What follows belongs to an exercise in optimizing a design on an open flow for small area; a production flow would make more cautious choices.
Function was checked by simulation only, so behaviour that the tests miss may differ from the original.
Power and IR drop assume default switching activity.

Setup of build 82:
==> flow/design.v (excerpt) <==
module pcie_cfg_top (
    input  logic        clk_pcie,
    input  logic        rst,
    input  logic [63:0] i_cmd,
    input  logic        i_cmd_valid,
    output logic        o_cmd_ready,
    output logic [31:0] o_resp,
    output logic        o_resp_valid,
    input  logic        i_resp_ready,
    input  logic [63:0] i_stat,
    input  logic [31:0] i_cfg_mgmt_do,
    input  logic        i_cfg_mgmt_rd_wr_done,
    output logic [46:0] o_mgmt,
    output logic        o_cfg_mgmt_rd_en,
    output logic        o_cfg_mgmt_wr_en,
    output logic [63:0] o_cfg_dsn,
    output logic [15:0] o_pcie_id
);
export LEC_CHECK = 0
export ABC_AREA = 1
export CAP_MARGIN = 20
export CORE_MARGIN = 2
export CORE_UTILIZATION = 72
export GPL_ROUTABILITY_DRIVEN = 0
export SLEW_MARGIN = 20
create_clock -name core_clock -period 5.0 [get_ports {clk_pcie}]
standard.sh (not shown) runs the stock make flow with config.mk's settings and CLKGATE_MAP_FILE= SYNTH_SCRIPT=/design/flow/synth_recipe.tcl, a recipe that flattens the netlist after the stock synthesis.
==> flow/flow/run.sh <==
#!/bin/bash
# Own layout flow: the standard synthesis, then the combinational logic re-mapped for area
# (flip-flops kept exactly as the standard synthesis made them), then the standard ORFS layout
# with small port buffers and a clock tree of smaller buffers without dummy loads.
set -euo pipefail
HERE=$(pwd)
FLOWDIR=$HERE/flow
RES=$HERE/orfs/results/$FLOW_PLATFORM/pcie_cfg_top/base
LIB=$FLOW_HOME/platforms/$FLOW_PLATFORM/lib/sky130_fd_sc_hd__tt_025C_1v80.lib
YOSYS=$FLOW_HOME/../tools/install/yosys/bin/yosys; [[ -x $YOSYS ]] || YOSYS=yosys

# 1. Standard synthesis
bash standard.sh synth > $HERE/flow_synth.log 2>&1

# 2. Re-map the combinational logic with a few area scripts and keep the smallest result
cp $RES/1_2_yosys.v $HERE/1_2_yosys.standard.v
DONT_USE=$(sed -n '/DONT_USE_CELLS/,/^$/p' $FLOW_HOME/platforms/$FLOW_PLATFORM/config.mk | grep -o 'sky130_fd_sc_hd__[A-Za-z0-9_]*' | tr '\n' ' ')
SCRIPTS=(
  "+strash;dc2;dc2;dch,-f;amap,-F,5;topo"
  "+strash;&get,-n;&deepsyn,-T,60;&put;dch,-f;amap;topo"
  "+strash;&get,-n;&deepsyn,-T,60;&put;dch,-f;amap,-F,5;topo"
  "+strash;&get,-n;&deepsyn,-T,60,-S,7;&put;dch,-f;amap,-F,5;topo"
  "+strash;&get,-n;&deepsyn,-T,60,-S,1;&put;dch,-f;amap;topo"
  "+strash;&get,-n;&deepsyn,-T,60,-S,2;&put;dch,-f;amap;topo"
  "+strash;&get,-n;&deepsyn,-T,60,-S,3;&put;dch,-f;amap,-F,5;topo"
  "+strash;&get,-n;&deepsyn,-T,60,-S,4;&put;&get,-n;&dch,-f;&nf,-R,1000;&put;topo"
)
for i in "${!SCRIPTS[@]}"; do
  LIB=$LIB IN_V=$HERE/1_2_yosys.standard.v OUT_V=$HERE/remap_$i.v TOP=$FLOW_TOP \
    DONT_USE="$DONT_USE" ABC_OPTS="-script ${SCRIPTS[$i]}" \
    $YOSYS -c $FLOWDIR/resynth.tcl > $HERE/flow_resynth_$i.log 2>&1 &
  if (( i % ${NUM_CORES:-4} == ${NUM_CORES:-4} - 1 )); then wait; fi
done
wait
best=""; best_area=""
for i in "${!SCRIPTS[@]}"; do
  a=$(grep -o "Chip area for module.*: [0-9.]*" $HERE/remap_$i.v.stat | awk '{print $NF}' || true)
  echo "script $i area $a" >> $HERE/flow_resynth_pick.log
  if [[ -n "$a" ]] && { [[ -z "$best" ]] || awk -v a=$a -v b=$best_area 'BEGIN{exit !(a<b)}'; }; then
    best=$i; best_area=$a
  fi
done
echo "picked $best" >> $HERE/flow_resynth_pick.log
cp $HERE/remap_$best.v $RES/1_2_yosys.v
rm -f $RES/1_synth.odb $RES/1_synth.sdc

# 3. The rest of the standard layout
export BUFFER_PORTS_ARGS="-buffer_cell sky130_fd_sc_hd__buf_1"
export CTS_ARGS="-sink_clustering_enable -repair_clock_nets -dont_use_dummy_load -buf_list sky130_fd_sc_hd__clkbuf_4 -sink_clustering_size 10 -sink_clustering_max_diameter 40"
bash standard.sh > $HERE/flow_layout.log 2>&1
Other scripts of this flow, unchanged in this note and not shown: flow/flow/resynth.tcl
In summary, build 82 completed successfully, with a layout that passed the timing, DRC and antenna checks.
[inputs] build 90 vs build 82
- GPL_ROUTABILITY_DRIVEN no longer set, was 0
- CORE_UTILIZATION now 60, was 72
-- flow/flow/run.sh --
<<< build 82, line 49
export CTS_ARGS="-sink_clustering_enable -repair_clock_nets -dont_use_dummy_load -buf_list sky130_fd_sc_hd__clkbuf_4 -sink_clustering_size 10 -sink_clustering_max_diameter 40"
>>> build 90, line 49
export CTS_ARGS="-sink_clustering_enable -repair_clock_nets -dont_use_dummy_load -buf_list sky130_fd_sc_hd__clkbuf_8 -sink_clustering_size 25 -sink_clustering_max_diameter 50"
## What came out
- Compared to build 82, build 90 has minimum hold slack 120 ps higher.
- Looking at actual transition at the worst max-transition pin, build 90 sits below build 82.
- Delta (build 90 minus build 82): count of clock-buffer cells in the layout now smaller, global-route usage now smaller.
- Going from build 82 to build 90, setup-violating endpoint count in the final report saw little to no change; non-clock buffer count saw an increase; met3 wirelength from detailed routing saw a decrease.
--- input diff build 90..build 7 ---
- changing CORE_UTILIZATION from 60 to 72
-- flow/flow/run.sh --
<<< build 90, line 49
export CTS_ARGS="-sink_clustering_enable -repair_clock_nets -dont_use_dummy_load -buf_list sky130_fd_sc_hd__clkbuf_8 -sink_clustering_size 25 -sink_clustering_max_diameter 50"
>>> build 7, line 49
export CTS_ARGS="-sink_clustering_enable -repair_clock_nets -dont_use_dummy_load -buf_list sky130_fd_sc_hd__clkbuf_4 -sink_clustering_size 10 -sink_clustering_max_diameter 40"
Results
- Diff build 90 -> build 7 | routed wire length | down by a few percent
- d_off[0] as the timing startpoint of the critical path was reported by build 90, and d_lo by build 7.
- Pre-CTS setup slack (higher): build 7
- | global-route usage | build 7 vs build 90 | 4.5 points higher |
- Build 7 and build 90 ended up with nearly the same clock slew seen by the registers of the worst setup and hold paths.
- Worst setup slack: build 7 better than build 90
- Final cell count for build 7 is lower than for build 90.
Inputs modified between build 7 and build 89:
- changing CORE_UTILIZATION from 72 to 60
-- flow/flow/run.sh --
<<< build 7, line 49
export CTS_ARGS="-sink_clustering_enable -repair_clock_nets -dont_use_dummy_load -buf_list sky130_fd_sc_hd__clkbuf_4 -sink_clustering_size 10 -sink_clustering_max_diameter 40"
>>> build 89, line 49
export CTS_ARGS="-sink_clustering_enable -repair_clock_nets -dont_use_dummy_load -buf_list sky130_fd_sc_hd__clkbuf_4 -sink_clustering_size 10 -sink_clustering_max_diameter 35"
### Flow results
Achievable clock frequency in build 89 is 7.0 MHz below build 7. The post-layout minimum cycle time of build 89 exceeds that of build 7 by 93 ps. Per the comparison of build 89 with build 7, total power moved up, worst path setup slack after routing lower, sum of met3 wire segment lengths after detailed routing saw a decrease, max-slew violation count neither gained nor lost much.
diff inputs: build 89 => build 32
- a change of CORE_UTILIZATION from 60 to 80
-- flow/flow/run.sh --
<<< build 89, line 49
export CTS_ARGS="-sink_clustering_enable -repair_clock_nets -dont_use_dummy_load -buf_list sky130_fd_sc_hd__clkbuf_4 -sink_clustering_size 10 -sink_clustering_max_diameter 35"
>>> build 32, line 49
export CTS_ARGS="-sink_clustering_enable -repair_clock_nets -dont_use_dummy_load -buf_list sky130_fd_sc_hd__clkbuf_4 -sink_clustering_size 10 -sink_clustering_max_diameter 40"
Findings:
- Both conditions hold for build 32: the flow ran to the end and the final layout passed the timing, DRC and antenna checks.
- From build 89 to build 32 the numbers moved as follows: total power per unit cell area saw a decrease, overall power of the completed layout saw a decrease.
- Going from build 89 to build 32, the actual slew at the worst max-slew pin was found to have gone up by 38 ps.
- Build 32: routed length on met2 4.1% below build 89
- Against build 89, die width in build 32 fell by more than 10%.
- Build 32 -> build 89: buffer depth of the longest clock path delta 0, exact match
- Build 32 vs. build 89: sequential share of layout area went up by 1.1 points.
- Compared with build 89, build 32 shows design internal power that has gone down by a few percent.
Input-level comparison between build 38 and build 32:
- CORE_UTILIZATION: 80 -> 72
- CAP_MARGIN: 20 -> 10
- SLEW_MARGIN: 20 -> 10
Delta (build 38 minus build 32): combinational cell power has decreased; register-to-register setup slack went up; first-pass GRT wire length dropped 4.2%; share of post-route cells with drive strength above 1 decreased 0.35 points.
Build 38 vs build 32: total wirelength of the detailed-routed design down by a few percent

[re-timing with driven ports]
In the flow no input, the clock included, has a driving cell. The finished layouts below were timed again as built, in two steps.
Step 1: set_driving_cell puts a clkbuf_16 on clk_pcie and a buf_2 on each other input, an assumption about the parent block.
Step 2, shift: input delay + t, output delay - t, t = (earliest + latest rising clock arrival at the registers) / 2. This alone moves slack from input paths to output paths.
a / b / c = no drivers / after step 1 / after step 2; a / b = the first two.
run	shift t [ns]	setup slack, ns	cell pins on the clock port's net
build 82	0.772	1.378 / 1.378 / 1.378	1
build 90	0.650	1.328 / 1.328 / 1.328	1
build 7	0.783	1.417 / 1.417 / 1.417	1
build 89	0.798	1.324 / 1.324 / 1.324	1
build 32	0.813	1.306 / 1.306 / 1.214	1
build 38	0.792	1.374 / 1.374 / 1.374	1
After both steps setup and hold are still met in every run listed. The setup slack of build 32, which loses most, moves by 0.000 ns with the drivers and by -0.092 ns with both steps.
